Source: an optimization exercise on an open RTL-to-GDS flow (aim: small area). Production flows keep margins and buffers that such runs may drop.
In this exercise RTL edits were held to simulation tests only and were not proved equivalent to the original.
Power figures rest on the tool's default switching activity, not on a simulated workload.

==> module adc_avg_add, before the edit <==
module adc_avg_add (
  input  logic [22:0] acc,
  input  logic [6:0]  cnt,
  input  logic [15:0] din,
  input  logic [6:0]  mask,
  input  logic        clr,
  output logic [22:0] sum,
  output logic        last,
  output logic [22:0] acc_nxt,
  output logic [6:0]  cnt_nxt
);
  logic [15:0] u, p, g;
  logic [16:0] c;
  logic [7:0]  gg, gp;
  logic [6:0]  pre;
  logic        flush;
  assign u = {~din[15], din[14:0]};
  assign p = acc[15:0] ^ u;
  assign g = acc[15:0] & u;
  assign c[0] = 1'b0;
  for (genvar j = 0; j < 8; j++) begin : g_grp
    assign gg[j]       = g[2*j+1] | (p[2*j+1] & g[2*j]);
    assign gp[j]       = p[2*j+1] & p[2*j];
    assign c[2*j+1]    = g[2*j] | (p[2*j] & c[2*j]);
    assign c[2*j+2]    = gg[j] | (gp[j] & c[2*j]);
  end
  assign sum[15:0] = p ^ c[15:0];
  assign pre[0] = 1'b1;
  for (genvar i = 1; i < 7; i++) begin : g_inc
    assign pre[i] = pre[i-1] & acc[15+i];
  end
  assign sum[22:16] = acc[22:16] ^ (pre & {7{c[16]}});
  assign last    = &(cnt | ~mask);
  assign flush   = clr || last;
  assign acc_nxt = flush ? '0 : sum;
  assign cnt_nxt = flush ? '0 : cnt + 1'b1;
endmodule
==> module adc_avg, before the edit <==
module adc_avg (
  input  logic           clk,
  input  logic           rst,
  input  logic           s_valid,
  input  logic [2:0]     s_ch,
  input  logic [adc_pkg::DW-1:0]  s_data,
  input  logic           cfg_wr,
  input  logic [2:0]     cfg_log2,
  input  logic           rd_en,
  input  logic [2:0]     rd_addr,
  output logic [adc_pkg::DW-1:0]  rd_data,
  output logic [adc_pkg::NCH-1:0] new_flags,
  output logic [adc_pkg::NCH-1:0] ovr_flags,
  input  logic           clr_ovr
);
  localparam int NCH      = adc_pkg::NCH;
  localparam int DW       = adc_pkg::DW;
  localparam int ACCW     = adc_pkg::ACCW;
  localparam int LOG2_MAX = adc_pkg::LOG2_MAX;
  localparam int LOG2_RST = adc_pkg::LOG2_RST;
  localparam int SW       = ACCW + LOG2_MAX;
  logic [2:0]          log2_q;
  logic [ACCW-1:0]     acc [NCH];
  logic [LOG2_MAX-1:0] cnt [NCH];
  logic [DW-1:0]       res [NCH];
  always_ff @(posedge clk) begin
    if (rst) begin
      log2_q <= 3'(LOG2_RST);
    end else if (cfg_wr) begin
      log2_q <= cfg_log2;
    end
  end
  logic [NCH-1:0]      ch_oh, rd_oh, lg_oh;
  logic [NCH*SW-1:0]   st_all;
  logic [NCH*DW-1:0]   res_all;
  logic [SW-1:0]       st_sel;
  logic [DW-1:0]       rd_sel;
  logic [ACCW-1:0]     sum;
  logic                last;
  logic [ACCW-1:0]     acc_nxt;
  logic [LOG2_MAX-1:0] cnt_nxt;
  logic [LOG2_MAX-1:0] mask;
  logic [DW-1:0]       res_nxt;
  for (genvar i = 0; i < NCH; i++) begin : g_pack
    assign st_all[i*SW +: SW]  = {cnt[i], acc[i]};
    assign res_all[i*DW +: DW] = res[i];
  end
  assign mask = ~({LOG2_MAX{1'b1}} << log2_q);
  always_comb begin
    for (int k = 0; k < NCH; k++) begin
      ch_oh[k] = (s_ch == 3'(k));
      rd_oh[k] = !rst && (rd_addr == 3'(k));
      lg_oh[k] = !rst && (log2_q == 3'(k));
    end
  end
  adc_avg_aomux #(.W(SW)) u_st_mux (.d(st_all),  .oh(ch_oh), .y(st_sel));
  adc_avg_aomux #(.W(DW)) u_rd_mux (.d(res_all), .oh(rd_oh), .y(rd_sel));
  adc_avg_add u_add (
    .acc     (st_sel[ACCW-1:0]),
    .cnt     (st_sel[SW-1:ACCW]),
    .din     (s_data),
    .mask    (mask),
    .clr     (rst || cfg_wr),
    .sum     (sum),
    .last    (last),
    .acc_nxt (acc_nxt),
    .cnt_nxt (cnt_nxt)
  );
  adc_avg_shift u_shift (.sum(sum), .oh(lg_oh), .y(res_nxt));
  for (genvar i = 0; i < NCH; i++) begin : g_ch
    logic upd;
    assign upd = s_valid && !cfg_wr && ch_oh[i] && last;
    always_ff @(posedge clk) begin
      if (rst || cfg_wr || (s_valid && ch_oh[i])) begin
        acc[i] <= acc_nxt;
        cnt[i] <= cnt_nxt;
      end
    end
    always_ff @(posedge clk) begin
      if (rst || upd) begin
        res[i] <= res_nxt;
      end
    end
    always_ff @(posedge clk) begin
      if (rst) begin
        new_flags[i] <= 1'b0;
        ovr_flags[i] <= 1'b0;
      end else begin
        if (upd) begin
          new_flags[i] <= 1'b1;
        end else if (rd_en && rd_oh[i]) begin
          new_flags[i] <= 1'b0;
        end
        if (upd && new_flags[i] && !(rd_en && rd_oh[i])) begin
          ovr_flags[i] <= 1'b1;
        end else if (clr_ovr) begin
          ovr_flags[i] <= 1'b0;
        end
      end
    end
  end
  always_ff @(posedge clk) begin
    if (rst || rd_en) begin
      rd_data <= rd_sel;
    end
  end
endmodule
==> flow/config.mk <==
export PLATFORM = sky130hd
export DESIGN_NAME = adc_avg
export DESIGN_NICKNAME = adc_avg
export VERILOG_FILES = /design/flow/design.v
export SDC_FILE = /design/flow/constraint.sdc
export NUM_CORES = 4
export LEC_CHECK = 0
export CAP_MARGIN = 20
export CORE_MARGIN = 2
export CORE_UTILIZATION = 60
export PLACE_DENSITY = 0.8
export SLEW_MARGIN = 20
export SYNTH_HIERARCHICAL = 1
==> flow/constraint.sdc <==
create_clock -name core_clock -period 6.0 [get_ports {clk}]
set_input_delay 1.2000 -clock core_clock [delete_from_list [all_inputs] [get_ports {clk}]]
set_output_delay 1.2000 -clock core_clock [all_outputs]
set_load 0.01 [all_outputs]
standard.sh (not shown) runs the stock make flow with config.mk's settings and CLKGATE_MAP_FILE= SYNTH_SCRIPT=/design/flow/synth_recipe.tcl, a recipe that flattens the netlist after the stock synthesis.
==> flow/flow/run.sh <==
#!/bin/bash
# Standard ORFS layout (the standard.sh, unchanged synthesis) with two
# changes: CTS without dummy loads and with larger sink clusters, and
# minimum-size buffers on the ports (every port still gets its buffer).
set -euo pipefail
CTS="-sink_clustering_enable -repair_clock_nets -dont_use_dummy_load"
CTS="$CTS -buf_list sky130_fd_sc_hd__clkbuf_4 -sink_clustering_size 10 -sink_clustering_max_diameter 40"
bash standard.sh "CTS_ARGS=$CTS" \
  "BUFFER_PORTS_ARGS=-buffer_cell sky130_fd_sc_hd__buf_1" \
  finish > flow.log 2>&1
Edit:
--- a/flow/design.v
+++ b/flow/design.v
@@ -41,5 +41,5 @@
   input  logic [6:0]  cnt,
   input  logic [15:0] din,
-  input  logic [6:0]  mask,
+  input  logic [6:0]  nmask,
   input  logic        clr,
   output logic [22:0] sum,
@@ -69,5 +69,5 @@
   end
   assign sum[22:16] = acc[22:16] ^ (pre & {7{c[16]}});
-  assign last    = &(cnt | ~mask);
+  assign last    = &(cnt | nmask);
   assign flush   = clr || last;
   assign acc_nxt = flush ? '0 : sum;
@@ -115,5 +115,5 @@
   logic [ACCW-1:0]     acc_nxt;
   logic [LOG2_MAX-1:0] cnt_nxt;
-  logic [LOG2_MAX-1:0] mask;
+  logic [LOG2_MAX-1:0] nmask;
   logic [DW-1:0]       res_nxt;
   for (genvar i = 0; i < NCH; i++) begin : g_pack
@@ -121,5 +121,5 @@
     assign res_all[i*DW +: DW] = res[i];
   end
-  assign mask = ~({LOG2_MAX{1'b1}} << log2_q);
+  assign nmask = {LOG2_MAX{1'b1}} << log2_q;
   always_comb begin
     for (int k = 0; k < NCH; k++) begin
@@ -135,5 +135,5 @@
     .cnt     (st_sel[SW-1:ACCW]),
     .din     (s_data),
-    .mask    (mask),
+    .nmask   (nmask),
     .clr     (rst || cfg_wr),
     .sum     (sum),
Effect:
- The new run finished clean
- cell area is about the same
- area after synthesis barely changes
- maximum frequency drops by 4.8%
- power barely changes
- via count rises by 1.1%
- synthesized cell count fell by 0.37%
- final cell count barely changes
- worst setup slack degrades by 260 ps
- routed wire length increases by 2.8%
- sequential power hardly moves
- register-to-register slack is worse by 130 ps
- global-route usage came out higher by 0.73 points
- combinational power stays flat
- utilization goes down by 0.16 points

-- separate check: timing with driven ports --
Ports are ideal in the flow. The routed layouts listed here were re-timed in OpenROAD. Step 1 sets driving cells, clkbuf_16 on the clock port and buf_2 on the other inputs (assumed; they add their load-dependent delay and slew). Step 2 times the ports against the registers' clock, not the clock port: input delays grow and output delays shrink by t, the midpoint of the rising clock arrivals with the driver on. Three values: no drivers, after step 1, after step 2; two values: the first two.
run	t (ns)	setup slack, ns	worst data-port slew with drivers (ns)
the first run	0.714	0.860 / 0.868 / 0.154	0.06
the second run	0.710	0.599 / 0.585 / -0.124	0.08
With both steps, setup timing fails in the second run, where it was met with ideal ports. The setup slack of the second run, which loses most, moves by -0.014 ns with the drivers and by -0.723 ns with both steps.
